Source: an optimization exercise on an open RTL-to-GDS flow (aim: small area and a short achievable clock period). Production flows keep margins and buffers that such runs may drop.
The RTL was checked by simulation tests, not by an equivalence proof against the original design.
Power is estimated from default activity; no workload was simulated.

==> flow/design.v <==
module bin_morph_3x3 #(
  parameter int IMG_WIDTH = 640,
  parameter int MODE      = 0,
  parameter int XW        = 11
) (
  input  logic clk,
  input  logic rst,
  input  logic per_frame_vsync,
  input  logic per_frame_href,
  input  logic per_frame_clken,
  input  logic per_img_Bit,
  output logic post_frame_vsync,
  output logic post_frame_href,
  output logic post_frame_clken,
  output logic post_img_Bit
);
  localparam int NW = 128;            
  logic       vsync_q, href_q, href_fall, vsync_rise;
  logic [7:0] tw;                     
  logic [7:0] pa;                     
  logic [15:0] pb;                    
  logic [2:0] k;                      
  logic       rs;                     
  logic       row0;                   
  logic       sw;                     
  logic       inr;                    
  logic [6:0] mem [NW];
  logic [9:0] T;                      
  logic [6:0] R;                      
  logic [6:0] src;                    
  logic [6:0] enc;                    
  logic [6:0] W;                      
  logic [9:0] dr;                     
  logic [9:0] ds;                     
  logic [6:0] rd;
  logic [1:0] old, eff, nt;
  logic       v;
  logic [2:0] sv;                     
  logic       vs_d1, hr_d1, ce_d1;
  assign href_fall  = href_q & ~per_frame_href;
  assign vsync_rise = per_frame_vsync & ~vsync_q;
  assign sw  = rs | (k == 3'd5);
  assign inr = ~sw | rs | (tw[6:0] != 7'd127);
  localparam logic [127:0] DEC0 = 128'h0000000002280ac000adc50000015bae;
  localparam logic [127:0] DEC1 = 128'h0000000004c3f01fff00187ffffe0000;
  localparam logic [127:0] DEC2 = 128'h0000000000b0ac8056c980000add933c;
  localparam logic [127:0] DEC3 = 128'h000000000703001f80001ffff0000000;
  localparam logic [127:0] DEC4 = 128'h000000000002cf0564f100056c99e238;
  localparam logic [127:0] DEC5 = 128'h0000000007fc001800001ff800000000;
  localparam logic [127:0] DEC6 = 128'h000000000000001678fe00564f11fc30;
  localparam logic [127:0] DEC7 = 128'h0000000007ffffe000001f8000000000;
  localparam logic [127:0] DEC8 = 128'h0000000000000000000016678fe1ffc0;
  localparam logic [127:0] DEC9 = 128'h0000000007ffffffffffe00000000000;
  localparam logic [1023:0] ENC0 = 1024'h22e222e2eee233f122e222e2eee233f1222e222e222eff3ddd11dd111111fff122e222e2eee233f122e222e2eee233f1222e222e222eff3ddd11dd111111fff111d111d111d1ccc211d111d111d1ccc211d111d111d1ccc2eeeeeeee22eecc0edd2edd2e222e000edd2edd2e222e000e222e222e222e000eeeeeeeeeeeee000e;
  localparam logic [1023:0] ENC1 = 1024'hcccfcccf33fc2222cccfcccf33fc222233f033f0fff0222eccc2ccc200c2ee22cccfcccf33fc2222cccfcccf33fc222233f033f0fff0222eccc2ccc200c2ee2222de22deddde111322de22deddde1113dddedddeddde111311d311d311d3ddd3dd00dd00cc0022e0dd00dd00cc0022e000000000cc0022e0eee0eee022e022e0;
  localparam logic [1023:0] ENC2 = 1024'h00fc00fc00cc33ff00fc00fc00cc33ffffffffff33ff00c0111311131113ff3300fc00fc00cc33ff00fc00fc00cc33ffffffffff33ff00c0111311131113ff33cc13cc1311132220cc13cc1311132220dd13dd1311132220dddfdddf11dfdddf11f011f0fff0cc0011f011f0fff0cc00fff0fff0fff0cc0000000000cc00cc00;
  localparam logic [1023:0] ENC3 = 1024'hff00ff0033ff00ccff00ff0033ff00cc00cc00cc00cc00cc11df11df11dfffffff00ff0033ff00ccff00ff0033ff00cc00cc00cc00cc00cc11df11df11dfffffffdfffdf11df33ffffdfffdf11df33ff11df11df11df33ff222022202220ee20ee00ee00cc00cc00ee00ee00cc00cc0000000000cc00cc0000000000cc00cc00;
  localparam logic [1023:0] ENC4 = 1024'hffffffffcc00cc00ffffffffcc00cc0033ff33ff33ff33ff22ec22ec22ecccccffffffffcc00cc00ffffffffcc00cc0033ff33ff33ff33ff22ec22ec22eccccc00ec00ec22ec00cc00ec00ec22ec00cc22ec22ec22ec00cc00cc00cc00cccccc00cc00cccccccccc00cc00cccccccccc00cc00cccccccccc00cc00cccccccccc;
  localparam logic [1023:0] ENC5 = 1024'h0000000000000000000000000000000033ff33ff33ff33ff33ff33ff33ffffff0000000000000000000000000000000033ff33ff33ff33ff33ff33ff33ffffffff00ff00cc00cc00ff00ff00cc00cc00cc00cc00cc00cc00cc00cc00cc000000ff00ff0000000000ff00ff0000000000cc00cc0000000000cc00cc0000000000;
  localparam logic [1023:0] ENC6 = 1024'hffffffffffffffffffffffffffffffffcc00cc00cc00cc00cc00cc00cc000000ffffffffffffffffffffffffffffffffcc00cc00cc00cc00cc00cc00cc00000000000000000000000000000000000000000000000000000000000000000000000000000000000000000000000000000000000000000000000000000000000000;
  assign src = rs ? mem[0] : R;
  assign dr  = {DEC9[src], DEC8[src], DEC7[src], DEC6[src], DEC5[src],
                DEC4[src], DEC3[src], DEC2[src], DEC1[src], DEC0[src]};
  assign enc = {ENC6[T], ENC5[T], ENC4[T], ENC3[T], ENC2[T], ENC1[T], ENC0[T]};
  assign ds  = (rs && tw == 8'd0) ? T : dr;
  always_comb begin
    case (k)
      3'd0:    old = T[1:0];
      3'd1:    old = T[3:2];
      3'd2:    old = T[5:4];
      3'd3:    old = T[7:6];
      default: old = T[9:8];
    endcase
    if (sw)
      old = ds[1:0];
  end
  assign eff = row0 ? 2'd0 : old;
  assign nt  = per_img_Bit ? ((eff == 2'd0) ? 2'd1 : 2'd2) : 2'd0;
  assign v   = per_img_Bit & (eff == 2'd2) & inr;
  logic [NW-1:0] sel;
  for (genvar i = 0; i < NW; i++) begin : g_sel
    assign sel[i] = pa[i / 16] & pb[i % 16];
  end
  logic [6:0] term [NW];               
  logic [6:0] grp [8];
  for (genvar i = 0; i < NW; i++) begin : g_term
    if (i + 1 < NW) begin : g_word
      assign term[i] = mem[i + 1] & {7{pb[i % 16]}};
    end else begin : g_none
      assign term[i] = '0;
    end
  end
  for (genvar a = 0; a < 8; a++) begin : g_grp
    assign grp[a] = term[16 * a +  0] | term[16 * a +  1] | term[16 * a +  2] | term[16 * a +  3] |
                    term[16 * a +  4] | term[16 * a +  5] | term[16 * a +  6] | term[16 * a +  7] |
                    term[16 * a +  8] | term[16 * a +  9] | term[16 * a + 10] | term[16 * a + 11] |
                    term[16 * a + 12] | term[16 * a + 13] | term[16 * a + 14] | term[16 * a + 15];
  end
  assign rd = (grp[0] & {7{pa[0]}}) | (grp[1] & {7{pa[1]}}) | (grp[2] & {7{pa[2]}}) |
              (grp[3] & {7{pa[3]}}) | (grp[4] & {7{pa[4]}}) | (grp[5] & {7{pa[5]}}) |
              (grp[6] & {7{pa[6]}}) | (grp[7] & {7{pa[7]}});
  always_ff @(posedge clk) begin
    if (rst) begin
      vsync_q <= 1'b0;
      href_q  <= 1'b0;
      tw      <= 8'd128;
      k       <= 3'd5;
      rs      <= 1'b1;
      row0    <= 1'b1;
      T       <= '0;
    end else begin
      vsync_q <= per_frame_vsync;
      href_q  <= per_frame_href;
      if (href_fall)
        rs <= 1'b1;
      else if (per_frame_clken && inr)
        rs <= 1'b0;
      if (per_frame_clken && inr) begin
        if (sw) begin
          T  <= {row0 ? 8'd0 : ds[9:2], nt};
          tw <= rs ? 8'd0 : tw + 8'd1;
          k  <= 3'd1;
        end else begin
          case (k)
            3'd0:    T[1:0] <= nt;
            3'd1:    T[3:2] <= nt;
            3'd2:    T[5:4] <= nt;
            3'd3:    T[7:6] <= nt;
            default: T[9:8] <= nt;
          endcase
          k <= k + 3'd1;
        end
      end
      if (vsync_rise)
        row0 <= 1'b1;
      else if (href_fall)
        row0 <= 1'b0;
    end
  end
  always_ff @(posedge clk) begin
    R  <= rd;
    W  <= enc;
    pa <= tw[7] ? 8'd0 : 8'd1 << tw[6:4];
    pb <= 16'd1 << tw[3:0];
  end
  for (genvar i = 0; i < NW; i++) begin : g_mem
    always_ff @(posedge clk) begin
      if (sel[i])
        mem[i] <= W;
    end
  end
  always_ff @(posedge clk) begin
    if (rst) begin
      sv    <= '0;
      vs_d1 <= 1'b0;
      hr_d1 <= 1'b0;
      ce_d1 <= 1'b0;
    end else begin
      vs_d1 <= per_frame_vsync;
      hr_d1 <= per_frame_href;
      ce_d1 <= per_frame_clken;
      if (href_fall)
        sv <= '0;
      else if (per_frame_clken)
        sv <= {sv[1:0], v};
    end
  end
  always_ff @(posedge clk) begin
    if (rst) begin
      post_frame_vsync <= 1'b0;
      post_frame_href  <= 1'b0;
      post_frame_clken <= 1'b0;
      post_img_Bit     <= 1'b0;
    end else begin
      post_frame_vsync <= vs_d1;
      post_frame_href  <= hr_d1;
      post_frame_clken <= ce_d1;
      post_img_Bit     <= ce_d1 & (&sv);
    end
  end
endmodule
Settings: LEC_CHECK=0, ABC_AREA=1, CAP_MARGIN=20, CORE_MARGIN=2, CORE_UTILIZATION=40, CTS_BUF_LIST=sky130_fd_sc_hd__clkbuf_16, CTS_CLUSTER_DIAMETER=80, CTS_CLUSTER_SIZE=20, SETUP_SLACK_MARGIN=3.1, SLEW_MARGIN=20; clock period 5.5 ns.
run.sh (not shown) runs the stock make flow with config.mk's settings and CLKGATE_MAP_FILE= SYNTH_SCRIPT=/design/flow/synth_recipe.tcl, a recipe that flattens the netlist after the stock synthesis.
Next try:
- SETUP_SLACK_MARGIN: 3.1 -> 2.5
What happened: The new run produced a clean layout; non-clock buffer count falls by 15; combinational power falls by 6.1%; worst hold slack hardly moves; count of clock-buffer cells in the layout does not change; sequential power barely changes; wire length falls by 1.3%; cell area falls by 1.1%; die area does not change.
Next try:
- ABC_AREA: 1 -> unset
- ABC_CLOCK_PERIOD_IN_PS: unset -> 1500
What happened: Utilization came out higher by 0.21 points; final area came out lower by about 0.9%; total power came out lower by about 0.7%; clock skew is about the same; wire length came out higher by 1.7%; non-clock buffer count came out higher by 18; global-route usage came out higher by 0.56 points; die area came out lower by about 1%; first-iteration DRC count came out higher by about 4.5%; critical path depth does not change; combinational power came out lower by 8.8%.
Next try:
- ABC_CLOCK_PERIOD_IN_PS: 1500 -> 2000
Sequential share of layout area does not change; sequential cell count is unchanged; worst hold slack does not change.
Next try:
- ABC_CLOCK_PERIOD_IN_PS: 2000 -> 2500
- CTS_CLUSTER_DIAMETER: 80 -> 100
- CTS_CLUSTER_SIZE: 20 -> 30
The changed run produced a clean layout.
Setup slack degrades by 0.12 ns.
Utilization decreases by 0.56 points.
Wire length decreases by 0.44%.
Design area decreases by 1.3%.
Synthesized cell count does not change.
Power decreases by 5.7%.
Final cell count decreases by 0.73%.
Clock-buffer cell count decreases by 18.
Global-route usage decreases by 0.12 points.
Via count stays flat.
Die area does not change.
Next try:
- ABC_AREA: unset -> 1
- ABC_CLOCK_PERIOD_IN_PS: 2500 -> unset
- CTS_CLUSTER_DIAMETER: 100 -> 80
- CTS_CLUSTER_SIZE: 30 -> 20
- SETUP_SLACK_MARGIN: 2.5 -> 2.8
Sequential power grows by about 1%.
Hold slack improves by 0.019 ns.
Clock power grows by about 20%.
Design area grows by 2.3%.
Utilization grows by 0.39 points.
Final cell count grows by 21%.
Sequential share of layout area shrinks by 1.5 points.
Flip-flop and latch count is unchanged.
Die area grows by 1.0%.
Worst setup slack improves by 0.29 ns.
Clock-buffer cell count grows by 18.

## afterwards: timing with drivers on the ports
Ports are ideal in the flow. The routed layouts listed here were re-timed in OpenROAD.
Step 1 sets driving cells, clkbuf_16 on the clock port and buf_2 on the other inputs (assumed; they add their load-dependent delay and slew).
Step 2 adds t to the input delays and takes it off the output delays; t is the mean of the earliest and latest rising clock arrival at the registers after step 1. Input paths then give back, and output paths get back, about the clock's delay inside the block.
Three values: no drivers, after step 1, after step 2; two values: the first two.
run | t, ns | setup slack, ns | worst setup path after step 2 | pins driven straight from the clock port
the first run | 0.692 | 3.131 / 3.101 / 2.527 | input to register | 1
the second run | 0.689 | 2.761 / 2.761 / 2.364 | input to register | 1
the third run | 0.703 | 2.690 / 2.690 / 2.358 | input to register | 1
the fourth run | 0.703 | 2.690 / 2.690 / 2.358 | input to register | 1
the fifth run | 0.669 | 2.565 / 2.565 / 2.378 | input to register | 1
the sixth run | 0.690 | 2.857 / 2.828 / 2.375 | input to register | 1
After both steps setup and hold are still met in every run listed. The setup slack of the first run, which loses most, moves by -0.030 ns with the drivers and by -0.604 ns with both steps.
